This is an optimization exercise on Yosys and OpenROAD, whose aim is small area, a short achievable clock period and few clock cycles, not a production implementation.
In this exercise RTL edits were held to simulation tests only and were not proved equivalent to the original.
Power figures rest on the tool's default switching activity, not on a simulated workload.

==> inputs of job 8775 <==
==> flow/design.v <==
`timescale 1ns/1ps
module cpu16 (
	input  logic clk,
	input  logic arstN,
	output logic iCyc,
	output logic iStb,
	output logic [15:0] iAdr,
	input  logic iAck,
	input  logic [15:0] iDatR,
	output logic dCyc,
	output logic dStb,
	output logic dWe,
	output logic [15:0] dAdr,
	output logic [15:0] dDatW,
	input  logic dAck,
	input  logic [15:0] dDatR,
	output logic halted,
	output logic err
);
	logic [15:0] pc;
	logic [15:0] rf [8];
	logic [7:0] rfValid;    
	logic stopped;
	logic errR;
	logic wEn;              
	logic wLoad;            
	logic [2:0] wDest;
	logic mReq;             
	logic mWe;
	logic [15:0] res;       
	logic [15:0] sDat;      
	logic stall;
	logic [15:0] wVal;
	logic wCommit;
	assign stall = mReq && !dAck;
	assign wVal = wLoad ? dDatR : res;
	assign wCommit = wEn && !stall;
	always_ff @(posedge clk) begin
		if (wCommit) rf[wDest] <= wVal;
	end
	always_ff @(posedge clk or negedge arstN) begin
		if (!arstN) rfValid <= '0;
		else if (wCommit) rfValid[wDest] <= 1'b1;
	end
	logic [15:0] ins;
	logic [4:0] op;
	logic [2:0] rs, rt;
	logic [15:0] rsRf, rtRf, a, b;
	logic [15:0] imm5, imm8;
	logic isAddi, isSubi, isBeqz, isBnez, isSt, isLd, isAlu, isHalt, isNop, isIll;
	logic exec;
	logic sub, useImm, logicOp, regWe, memOp, taken, stop;
	logic [15:0] opB, sum, result, pcNext;
	assign ins = iDatR;
	assign op = ins[15:11];
	assign rs = ins[10:8];
	assign rt = ins[7:5];
	assign imm5 = {{11{ins[4]}}, ins[4:0]};
	assign imm8 = {{8{ins[7]}}, ins[7:0]};
	assign isHalt = op == 5'b00000;
	assign isNop  = op == 5'b00001;
	assign isAddi = op == 5'b01000;
	assign isSubi = op == 5'b01001;
	assign isBeqz = op == 5'b01100;
	assign isBnez = op == 5'b01101;
	assign isSt   = op == 5'b10000;
	assign isLd   = op == 5'b10001;
	assign isAlu  = op == 5'b11011;
	assign isIll  = !(isHalt || isNop || isAddi || isSubi || isBeqz || isBnez ||
		isSt || isLd || isAlu);
	assign stop = isHalt || isIll;
	assign exec = iAck && !stall && !stopped;
	assign rsRf = rfValid[rs] ? rf[rs] : 16'h0000;
	assign rtRf = rfValid[rt] ? rf[rt] : 16'h0000;
	assign a = (wEn && wDest == rs) ? wVal : rsRf;
	assign b = (wEn && wDest == rt) ? wVal : rtRf;
	assign useImm = isAddi || isSubi || isSt || isLd;
	assign sub = isSubi || (isAlu && ins[1:0] == 2'b01);
	assign logicOp = isAlu && ins[1];
	assign opB = useImm ? imm5 : b;
	assign sum = opB + (sub ? ~a : a) + {15'b0, sub};
	assign result = logicOp ? (ins[0] ? (a & ~b) : (a ^ b)) : sum;
	assign regWe = isAddi || isSubi || isLd || isAlu;
	assign memOp = isLd || isSt;
	assign taken = (isBeqz && a == 16'h0000) || (isBnez && a != 16'h0000);
	assign pcNext = taken ? pc + 16'd2 + imm8 : pc + 16'd2;
	always_ff @(posedge clk or negedge arstN) begin
		if (!arstN) begin
			pc <= '0;
			stopped <= 1'b0;
			errR <= 1'b0;
			wEn <= 1'b0;
			mReq <= 1'b0;
		end else begin
			if (exec) begin
				pc <= pcNext;
				if (stop) begin
					stopped <= 1'b1;
					errR <= isIll;
				end
			end
			if (!stall) begin
				wEn <= exec && regWe;
				mReq <= exec && memOp;
			end
		end
	end
	always_ff @(posedge clk) begin
		if (exec) begin
			wLoad <= isLd;
			wDest <= isAlu ? ins[4:2] : ins[7:5];
			mWe <= isSt;
			res <= result;
			sDat <= b;
		end
	end
	assign iCyc = !stopped;
	assign iStb = !stopped;
	assign iAdr = pc;
	assign dCyc = mReq;
	assign dStb = mReq;
	assign dWe = mWe;
	assign dAdr = res;
	assign dDatW = sDat;
	assign halted = stopped;
	assign err = errR;
endmodule
==> flow/run.sh <==
#!/bin/bash
# synth_recipe.tcl (not shown) runs the flow's synth.tcl, then flattens the netlist and writes it again
# the make line also repeats each setting of config.mk as NAME=value (left out here)
make -C /OpenROAD-flow-scripts/flow DESIGN_CONFIG=/design/flow/config.mk WORK_HOME=/design/flow/orfs CLKGATE_MAP_FILE= SYNTH_SCRIPT=/design/flow/synth_recipe.tcl finish
==> flow/config.mk <==
export PLATFORM = sky130hd
export DESIGN_NAME = cpu16
export DESIGN_NICKNAME = cpu16
export VERILOG_FILES = /design/flow/design.v
export SDC_FILE = /design/flow/constraint.sdc
export NUM_CORES = 4
export LEC_CHECK = 0
export CAP_MARGIN = 20
export CORE_MARGIN = 2
export CORE_UTILIZATION = 40
export SLEW_MARGIN = 20
==> flow/constraint.sdc <==
create_clock -name core_clock -period 6.0 [get_ports {clk}]
set_input_delay 1.2000 -clock core_clock [delete_from_list [all_inputs] [get_ports {clk}]]
set_output_delay 1.2000 -clock core_clock [all_outputs]
set_load 0.01 [all_outputs]
==> inputs of job 1969, as changes to job 8775 <==
==> flow/design.v, changed modules only <==
module cpu16 (
	input  logic clk,
	input  logic arstN,
	output logic iCyc,
	output logic iStb,
	output logic [15:0] iAdr,
	input  logic iAck,
	input  logic [15:0] iDatR,
	output logic dCyc,
	output logic dStb,
	output logic dWe,
	output logic [15:0] dAdr,
	output logic [15:0] dDatW,
	input  logic dAck,
	input  logic [15:0] dDatR,
	output logic halted,
	output logic err
);
	logic [15:0] pc;
	logic [15:0] rf [8];
	logic [7:0] rfValid;    
	logic stopped;
	logic errR;
	logic wEn;              
	logic wLoad;            
	logic [2:0] wDest;
	logic mReq;             
	logic mWe;
	logic [7:0] resLo;      
	logic [7:0] xHi, yHi;   
	logic cLo;              
	logic wLogic, wAndn;    
	logic [15:0] res;       
	logic [15:0] sDat;      
	logic stall;
	logic [15:0] wVal;
	logic wCommit;
	logic [7:0] resHi;
	assign resHi = wLogic ? (wAndn ? (xHi & ~yHi) : (xHi ^ yHi)) : (xHi + yHi + {7'b0, cLo});
	assign res = {resHi, resLo};
	assign stall = mReq && !dAck;
	assign wVal = wLoad ? dDatR : res;
	assign wCommit = wEn && !stall;
	always_ff @(posedge clk) begin
		if (wCommit) rf[wDest] <= wVal;
	end
	always_ff @(posedge clk or negedge arstN) begin
		if (!arstN) rfValid <= '0;
		else if (wCommit) rfValid[wDest] <= 1'b1;
	end
	logic [15:0] ins;
	logic [4:0] op;
	logic [2:0] rs, rt;
	logic [15:0] a, b;
	logic [15:0] imm5, imm8;
	logic isAddi, isSubi, isBeqz, isBnez, isSt, isLd, isAlu, isHalt, isNop, isIll;
	logic exec;
	logic sub, useImm, logicOp, regWe, memOp, taken, stop;
	logic [15:0] opB, pcNext;
	assign ins = iDatR;
	assign op = ins[15:11];
	assign rs = ins[10:8];
	assign rt = ins[7:5];
	assign imm5 = {{11{ins[4]}}, ins[4:0]};
	assign imm8 = {{8{ins[7]}}, ins[7:0]};
	assign isHalt = op == 5'b00000;
	assign isNop  = op == 5'b00001;
	assign isAddi = op == 5'b01000;
	assign isSubi = op == 5'b01001;
	assign isBeqz = op == 5'b01100;
	assign isBnez = op == 5'b01101;
	assign isSt   = op == 5'b10000;
	assign isLd   = op == 5'b10001;
	assign isAlu  = op == 5'b11011;
	assign isIll  = !(isHalt || isNop || isAddi || isSubi || isBeqz || isBnez ||
		isSt || isLd || isAlu);
	assign stop = isHalt || isIll;
	assign exec = iAck && !stall && !stopped;
	logic fwdA, fwdB;
	logic [7:0] hotA, hotB;
	logic [15:0] rdA, rdB;
	assign fwdA = wEn && wDest == rs;
	assign fwdB = wEn && wDest == rt;
	always_comb begin
		rdA = '0;
		rdB = '0;
		for (int i = 0; i < 8; i++) begin
			hotA[i] = rs == 3'(i) && rfValid[i];
			hotB[i] = rt == 3'(i) && rfValid[i];
			rdA = rdA | ({16{hotA[i]}} & rf[i]);
			rdB = rdB | ({16{hotB[i]}} & rf[i]);
		end
	end
	assign a = fwdA ? wVal : rdA;
	assign b = fwdB ? wVal : rdB;
	assign useImm = isAddi || isSubi || isSt || isLd;
	assign sub = isSubi || (isAlu && ins[1:0] == 2'b01);
	assign logicOp = isAlu && ins[1];
	assign opB = useImm ? imm5 : b;
	logic [15:0] aX;
	logic [8:0] sumLo;
	logic [7:0] resultLo;
	assign aX = sub ? ~a : a;
	assign sumLo = {1'b0, opB[7:0]} + {1'b0, aX[7:0]} + {8'b0, sub};
	assign resultLo = logicOp ? (ins[0] ? (a[7:0] & ~b[7:0]) : (a[7:0] ^ b[7:0])) : sumLo[7:0];
	assign regWe = isAddi || isSubi || isLd || isAlu;
	assign memOp = isLd || isSt;
	logic aZero;
	assign aZero = fwdA ? wVal == 16'h0000 : rdA == 16'h0000;
	assign taken = (isBeqz && aZero) || (isBnez && !aZero);
	assign pcNext = taken ? pc + 16'd2 + imm8 : pc + 16'd2;
	always_ff @(posedge clk or negedge arstN) begin
		if (!arstN) begin
			pc <= '0;
			stopped <= 1'b0;
			errR <= 1'b0;
			wEn <= 1'b0;
			mReq <= 1'b0;
		end else begin
			if (exec) begin
				pc <= pcNext;
				if (stop) begin
					stopped <= 1'b1;
					errR <= isIll;
				end
			end
			if (!stall) begin
				wEn <= exec && regWe;
				mReq <= exec && memOp;
			end
		end
	end
	always_ff @(posedge clk) begin
		if (exec) begin
			wLoad <= isLd;
			wDest <= isAlu ? ins[4:2] : ins[7:5];
			mWe <= isSt;
			resLo <= resultLo;
			cLo <= sumLo[8];
			xHi <= aX[15:8];
			yHi <= opB[15:8];
			wLogic <= logicOp;
			wAndn <= ins[0];
			sDat <= b;
		end
	end
	assign iCyc = !stopped;
	assign iStb = !stopped;
	assign iAdr = pc;
	assign dCyc = mReq;
	assign dStb = mReq;
	assign dWe = mWe;
	assign dAdr = res;
	assign dDatW = sDat;
	assign halted = stopped;
	assign err = errR;
endmodule
==> flow/flow/run.sh (new file) <==
#!/bin/bash
# The standard layout, with buf_2 as the buffer that buffer_ports puts on
# every input and output port. make's full output goes to standard.log.
set -euo pipefail
bash standard.sh "BUFFER_PORTS_ARGS=-buffer_cell sky130_fd_sc_hd__buf_2" finish > standard.log 2>&1
==> flow/standard.sh (new file) <==
#!/bin/bash
# synth_recipe.tcl (not shown) runs the flow's synth.tcl, then flattens the netlist and writes it again
# the make line also repeats each setting of config.mk as NAME=value (left out here)
make -C /OpenROAD-flow-scripts/flow DESIGN_CONFIG=/design/flow/config.mk WORK_HOME=/design/flow/orfs CLKGATE_MAP_FILE= SYNTH_SCRIPT=/design/flow/synth_recipe.tcl "${@:-finish}"
CORE_UTILIZATION = 70   (was 40)
SETUP_SLACK_MARGIN = 2.3   (was not set)
TNS_END_PERCENT = 5   (was not set)
removed: flow/run.sh
==> notes <==
- Power: job 8775 is lower than job 1969 (6.0%).
- Against job 8775, the sequential share of layout area of job 1969 is higher by 2.5 points.
- Between job 1969 and job 8775, the lower critical path depth is in job 1969 (gap 8).
- Of job 8775 and job 1969, job 1969 has the higher clock power (gap about 10%, measured against job 1969).
==> figures <==
item                                                                       job 1969                          job 8775
Area overhead of the layout relative to synthesis                             16.7%                             17.4%
Fmax achieved                                                             0.265 GHz                         0.195 GHz
Detailed Route Iter0 Violations                                                1507                               611
Fraction of final layout cells sized beyond drive strength 1                  0.223                             0.156
Area occupied by registers                                               5990 sq um                        5660 sq um
Max-slew headroom at the worst pin                                            0.389                             0.431
Number of flip-flops and latches                                                204                               193
Slowest cell on the critical path                             sky130_fd_sc_hd__fa_2  sky130_fd_sc_hd__clkdlybuf4s50_1
Capturing instance or port of the critical path                            dAdr[12]                           res[12]
Run status                                         no timing/DRC/antenna violations  no timing/DRC/antenna violations
Testbench counts of job 8775, summed over its fixed seeds: cycles 70,213.
Testbench counts of job 1969, summed over its fixed seeds: cycles 70,213.

[re-timing with driven ports]
The flow's constraints put no driver on any port. The routed layouts listed below were extracted and timed again, unchanged, in two steps.
Step 1 assumes that a clkbuf_16 drives the clock port and a buf_2 every other input.
Step 2 moves the port delays by t, midway between the first and last clock arrival at a register: inputs arrive t later, outputs are due t later. That takes back most of the time a late clock gives input paths.
a / b / c = no drivers / after step 1 / after step 2; a / b = the first two.
| run | t (ns) | setup WS [ns] | worst hold slack (ns) |
|---|---|---|---|
| job 8775 | 0.495 | 0.871 / 0.899 / 0.404 | 0.485 / 0.485 / 0.485 |
| job 1969 | 0.547 | 2.220 / 2.170 / 1.734 | 0.484 / 0.484 / 0.484 |
After both steps setup and hold are still met in every run listed. For job 1969, which loses most, drivers alone change the setup slack by -0.050 ns; drivers and shift together by -0.486 ns.
